Context: an optimization exercise on an open-source flow, tuned for small area and a short achievable clock period. The choices shown serve that exercise and are no tape-out recipe. Where RTL was checked, it was by simulation tests only, not by an equivalence proof against the original. Power is estimated from default activity; no workload was simulated.

==> flow/design.v <==
module vga_pixel_fifo #(
    parameter  int WIDTH     = 24,
    parameter  int DEPTH     = 64,
    parameter  int AF_THRESH = 48,
    localparam int AW        = $clog2(DEPTH),
    localparam int LW        = AW + 1,
    localparam int NS        = DEPTH,
    localparam int NA        = 8,
    localparam int NB        = NS / NA
) (
    input  logic             clk,
    input  logic             rst,
    input  logic             flush,
    input  logic             wr_en,
    input  logic [WIDTH-1:0] wr_data,
    input  logic             rd_en,
    output logic [WIDTH-1:0] pixel_out,
    output logic             fifo_empty,
    output logic             fifo_full,
    output logic             almost_full,
    output logic [LW-1:0]    level,
    output logic             overflow,
    output logic             underflow
);
    logic [WIDTH-1:0] mem_r [NS];
    logic [NA-1:0]    wr_a_r;        
    logic [NB-1:0]    wr_b_r;        
    logic [NS-1:0]    rd_sel_r;      
    logic [LW-1:0]    level_r;
    logic [WIDTH-1:0] head_r;
    logic             empty_r;       
    logic             full_r;        
    logic             ne_r;          
    logic             nf_r;          
    logic             low_r;         
    logic             ge2_r;         
    logic             mid_r;         
    logic             almost_full_r;
    logic             overflow_r;
    logic             underflow_r;
    logic             pop_s;
    logic             push_s;
    logic             mem_we_s;
    logic             head_we_s;
    logic             up_s;
    logic             dn_s;
    logic [LW-1:0]    level_next_s;
    logic [WIDTH-1:0] rd_data_s;
    always_comb begin
        pop_s     = rd_en & ne_r;
        push_s    = wr_en & (nf_r | rd_en);
        mem_we_s  = wr_en & (rd_en ? ge2_r : mid_r);
        head_we_s = ne_r ? rd_en : wr_en;
        up_s      = push_s & ~pop_s;
        dn_s      = pop_s & ~push_s;
        if (up_s)      level_next_s = level_r + LW'(1);
        else if (dn_s) level_next_s = level_r - LW'(1);
        else           level_next_s = level_r;
    end
    for (genvar b = 0; b < WIDTH; b++) begin : g_rd
        logic [NS-1:0] d_x;
        logic [7:0]    l2;           
        logic [3:0]    l3_n;         
        for (genvar k = 0; k < NS; k++) begin : g_d
            assign d_x[k] = mem_r[k][b];
        end
        for (genvar j = 0; j < 8; j++) begin : g_l2
            vga_pixel_fifo_ao8 u_ao (.s(rd_sel_r[8*j +: 8]), .d(d_x[8*j +: 8]), .y(l2[j]));
        end
        for (genvar j = 0; j < 4; j++) begin : g_l3
            vga_pixel_fifo_nor2 u_nor (.a(l2[2*j]), .b(l2[2*j+1]), .y(l3_n[j]));
        end
        vga_pixel_fifo_nand4 u_l4 (
            .a(l3_n[0]), .b(l3_n[1]), .c(l3_n[2]), .d(l3_n[3]), .y(rd_data_s[b]));
    end
    always_ff @(posedge clk) begin
        for (int i = 0; i < NS; i++) begin
            if (wr_a_r[i % NA] && wr_b_r[i / NA]) begin
                mem_r[i] <= wr_data;
            end
        end
    end
    always_ff @(posedge clk or negedge rst) begin
        if (!rst) begin
            head_r <= {WIDTH{1'b0}};
        end else if (head_we_s) begin
            head_r <= low_r ? wr_data : rd_data_s;
        end
    end
    always_ff @(posedge clk or negedge rst) begin
        if (!rst) begin
            wr_a_r        <= NA'(1);
            wr_b_r        <= NB'(1);
            rd_sel_r      <= NS'(1);
            level_r       <= {LW{1'b0}};
            empty_r       <= 1'b1;
            full_r        <= 1'b0;
            ne_r          <= 1'b0;
            nf_r          <= 1'b1;
            low_r         <= 1'b1;
            ge2_r         <= 1'b0;
            mid_r         <= 1'b0;
            almost_full_r <= 1'b0;
            overflow_r    <= 1'b0;
            underflow_r   <= 1'b0;
        end else if (flush) begin
            wr_a_r        <= NA'(1);
            wr_b_r        <= NB'(1);
            rd_sel_r      <= NS'(1);
            level_r       <= {LW{1'b0}};
            empty_r       <= 1'b1;
            full_r        <= 1'b0;
            ne_r          <= 1'b0;
            nf_r          <= 1'b1;
            low_r         <= 1'b1;
            ge2_r         <= 1'b0;
            mid_r         <= 1'b0;
            almost_full_r <= 1'b0;
            overflow_r    <= 1'b0;
            underflow_r   <= 1'b0;
        end else begin
            if (mem_we_s) begin
                wr_a_r <= {wr_a_r[NA-2:0], wr_a_r[NA-1]};
                if (wr_a_r[NA-1]) wr_b_r <= {wr_b_r[NB-2:0], wr_b_r[NB-1]};
            end
            if (rd_en & ge2_r) rd_sel_r <= {rd_sel_r[NS-2:0], rd_sel_r[NS-1]};
            level_r       <= level_next_s;
            empty_r       <= (level_next_s == LW'(0));
            full_r        <= (level_next_s == LW'(DEPTH));
            ne_r          <= (level_next_s != LW'(0));
            nf_r          <= (level_next_s != LW'(DEPTH));
            low_r         <= (level_next_s <= LW'(1));
            ge2_r         <= (level_next_s >= LW'(2));
            mid_r         <= (level_next_s != LW'(0)) && (level_next_s != LW'(DEPTH));
            almost_full_r <= (level_next_s >= LW'(AF_THRESH));
            overflow_r    <= overflow_r | (wr_en & ~nf_r & ~rd_en);
            underflow_r   <= underflow_r | (rd_en & ~ne_r);
        end
    end
    assign pixel_out   = head_r;
    assign fifo_empty  = empty_r;
    assign fifo_full   = full_r;
    assign almost_full = almost_full_r;
    assign level       = level_r;
    assign overflow    = overflow_r;
    assign underflow   = underflow_r;
endmodule
module vga_pixel_fifo_ao8 (
    input  logic [7:0] s,
    input  logic [7:0] d,
    output logic       y
);
    assign y = |(s & d);
endmodule
module vga_pixel_fifo_nand4 (
    input  logic a, b, c, d,
    output logic y
);
    assign y = ~(a & b & c & d);
endmodule
module vga_pixel_fifo_nor2 (
    input  logic a, b,
    output logic y
);
    assign y = ~(a | b);
endmodule
==> flow/config.mk <==
export PLATFORM = sky130hd
export DESIGN_NAME = vga_pixel_fifo
export DESIGN_NICKNAME = vga_pixel_fifo
export VERILOG_FILES = /design/flow/design.v
export SDC_FILE = /design/flow/constraint.sdc
export NUM_CORES = 4
export LEC_CHECK = 0
export CAP_MARGIN = 20
export CORE_MARGIN = 2
export CORE_UTILIZATION = 55
export PLACE_DENSITY = 0.65
export SETUP_SLACK_MARGIN = 1.6
export SLEW_MARGIN = 20
export SYNTH_HIERARCHICAL = 1
export SYNTH_MINIMUM_KEEP_SIZE = 0
==> flow/constraint.sdc <==
create_clock -name core_clock -period 3.3 [get_ports {clk}]
set_input_delay 0.6600 -clock core_clock [delete_from_list [all_inputs] [get_ports {clk}]]
set_output_delay 0.6600 -clock core_clock [all_outputs]
set_load 0.01 [all_outputs]
standard.sh (not shown) runs the stock make flow with config.mk's settings and CLKGATE_MAP_FILE= SYNTH_SCRIPT=/design/flow/synth_recipe.tcl, a recipe that flattens the netlist after the stock synthesis.
==> flow/flow/run.sh <==
#!/bin/bash
# Standard ORFS layout, with two changes:
#  - clock tree: no dummy loads, sink clusters of 25 within 80 um;
#  - port buffers: buf_4, not the default pick (a slow delay buffer).
set -euo pipefail
export CTS_ARGS="-sink_clustering_enable -repair_clock_nets -dont_use_dummy_load -sink_clustering_size 25 -sink_clustering_max_diameter 80"
export BUFFER_PORTS_ARGS="-buffer_cell sky130_fd_sc_hd__buf_4"
bash standard.sh > standard.log 2>&1
The starting point passed the timing, design-rule and antenna checks.
Edit:
--- a/flow/design.v
+++ b/flow/design.v
@@ -5,7 +5,7 @@
     localparam int AW        = $clog2(DEPTH),
     localparam int LW        = AW + 1,
-    localparam int NS        = DEPTH,
-    localparam int NA        = 8,
-    localparam int NB        = NS / NA
+    localparam int NS        = DEPTH - 1,
+    localparam int NA        = 7,
+    localparam int NB        = 9
 ) (
     input  logic             clk,
@@ -30,10 +30,6 @@
     logic [WIDTH-1:0] head_r;
     logic             empty_r;       
+    logic             low_r;         
     logic             full_r;        
-    logic             ne_r;          
-    logic             nf_r;          
-    logic             low_r;         
-    logic             ge2_r;         
-    logic             mid_r;         
     logic             almost_full_r;
     logic             overflow_r;
@@ -48,8 +44,8 @@
     logic [WIDTH-1:0] rd_data_s;
     always_comb begin
-        pop_s     = rd_en & ne_r;
-        push_s    = wr_en & (nf_r | rd_en);
-        mem_we_s  = wr_en & (rd_en ? ge2_r : mid_r);
-        head_we_s = ne_r ? rd_en : wr_en;
+        pop_s     = rd_en & ~empty_r;
+        push_s    = wr_en & (~full_r | rd_en);
+        mem_we_s  = wr_en & (rd_en ? ~low_r : (~empty_r & ~full_r));
+        head_we_s = pop_s | (wr_en & empty_r);
         up_s      = push_s & ~pop_s;
         dn_s      = pop_s & ~push_s;
@@ -58,13 +54,16 @@
         else           level_next_s = level_r;
     end
+    logic [NS:0] rd_sel_x;
+    assign rd_sel_x = {1'b0, rd_sel_r};
     for (genvar b = 0; b < WIDTH; b++) begin : g_rd
-        logic [NS-1:0] d_x;
-        logic [7:0]    l2;           
-        logic [3:0]    l3_n;         
+        logic [NS:0] d_x;
+        logic [7:0]  l2;             
+        logic [3:0]  l3_n;           
         for (genvar k = 0; k < NS; k++) begin : g_d
             assign d_x[k] = mem_r[k][b];
         end
+        assign d_x[NS] = 1'b0;
         for (genvar j = 0; j < 8; j++) begin : g_l2
-            vga_pixel_fifo_ao8 u_ao (.s(rd_sel_r[8*j +: 8]), .d(d_x[8*j +: 8]), .y(l2[j]));
+            vga_pixel_fifo_ao8 u_ao (.s(rd_sel_x[8*j +: 8]), .d(d_x[8*j +: 8]), .y(l2[j]));
         end
         for (genvar j = 0; j < 4; j++) begin : g_l3
@@ -76,5 +75,5 @@
     always_ff @(posedge clk) begin
         for (int i = 0; i < NS; i++) begin
-            if (wr_a_r[i % NA] && wr_b_r[i / NA]) begin
+            if (mem_we_s && wr_a_r[i % NA] && wr_b_r[i % NB]) begin
                 mem_r[i] <= wr_data;
             end
@@ -95,10 +94,6 @@
             level_r       <= {LW{1'b0}};
             empty_r       <= 1'b1;
+            low_r         <= 1'b1;
             full_r        <= 1'b0;
-            ne_r          <= 1'b0;
-            nf_r          <= 1'b1;
-            low_r         <= 1'b1;
-            ge2_r         <= 1'b0;
-            mid_r         <= 1'b0;
             almost_full_r <= 1'b0;
             overflow_r    <= 1'b0;
@@ -110,10 +105,6 @@
             level_r       <= {LW{1'b0}};
             empty_r       <= 1'b1;
+            low_r         <= 1'b1;
             full_r        <= 1'b0;
-            ne_r          <= 1'b0;
-            nf_r          <= 1'b1;
-            low_r         <= 1'b1;
-            ge2_r         <= 1'b0;
-            mid_r         <= 1'b0;
             almost_full_r <= 1'b0;
             overflow_r    <= 1'b0;
@@ -122,18 +113,14 @@
             if (mem_we_s) begin
                 wr_a_r <= {wr_a_r[NA-2:0], wr_a_r[NA-1]};
-                if (wr_a_r[NA-1]) wr_b_r <= {wr_b_r[NB-2:0], wr_b_r[NB-1]};
+                wr_b_r <= {wr_b_r[NB-2:0], wr_b_r[NB-1]};
             end
-            if (rd_en & ge2_r) rd_sel_r <= {rd_sel_r[NS-2:0], rd_sel_r[NS-1]};
+            if (pop_s & ~low_r) rd_sel_r <= {rd_sel_r[NS-2:0], rd_sel_r[NS-1]};
             level_r       <= level_next_s;
             empty_r       <= (level_next_s == LW'(0));
+            low_r         <= (level_next_s <= LW'(1));
             full_r        <= (level_next_s == LW'(DEPTH));
-            ne_r          <= (level_next_s != LW'(0));
-            nf_r          <= (level_next_s != LW'(DEPTH));
-            low_r         <= (level_next_s <= LW'(1));
-            ge2_r         <= (level_next_s >= LW'(2));
-            mid_r         <= (level_next_s != LW'(0)) && (level_next_s != LW'(DEPTH));
             almost_full_r <= (level_next_s >= LW'(AF_THRESH));
-            overflow_r    <= overflow_r | (wr_en & ~nf_r & ~rd_en);
-            underflow_r   <= underflow_r | (rd_en & ~ne_r);
+            overflow_r    <= overflow_r | (wr_en & full_r & ~rd_en);
+            underflow_r   <= underflow_r | (rd_en & empty_r);
         end
     end
The new run ran to the end with no violations; setup slack loses 39 ps; combinational power rose by 68%; final cell count rose by 4.4%; utilization rose by 4.7 points; total power rose by 3.3%; global-route usage rose by 6.1 points; count of clock-buffer cells in the layout fell by 2; critical path depth is unchanged.
No functional check of the RTL was part of the first run of this note.

[port drivers added, routing unchanged]
The results above use ideal ports. As a check the final layouts listed here were re-extracted and re-timed, cells and wires unchanged. Step 1, drivers: a clkbuf_16 drives clk and a buf_2 each remaining input, both assumed. Step 2 adds t to the input delays and takes it off the output delays; t is the mean of the earliest and latest rising clock arrival at the registers after step 1. Input paths then give back, and output paths get back, about the clock's delay inside the block. Slacks: no drivers / after step 1 / after step 2; pairs: no drivers / after step 1.
run	t, ns	setup WS [ns]	hold slack, ns	slew at the worst register clock pin (ns)	worst data-port slew with drivers (ns)	cell pins on the clock port's net
the first run	0.728	1.096 / 1.096 / 0.964	0.430 / 0.379 / 0.530	0.10 / 0.10	0.08	1
the second run	0.758	1.057 / 1.057 / 0.734	0.018 / -0.025 / 0.559	0.10 / 0.10	0.04	1
After both steps setup and hold are still met in every run listed. The setup slack of the second run, which loses most, moves by 0.000 ns with the drivers and by -0.323 ns with both steps.
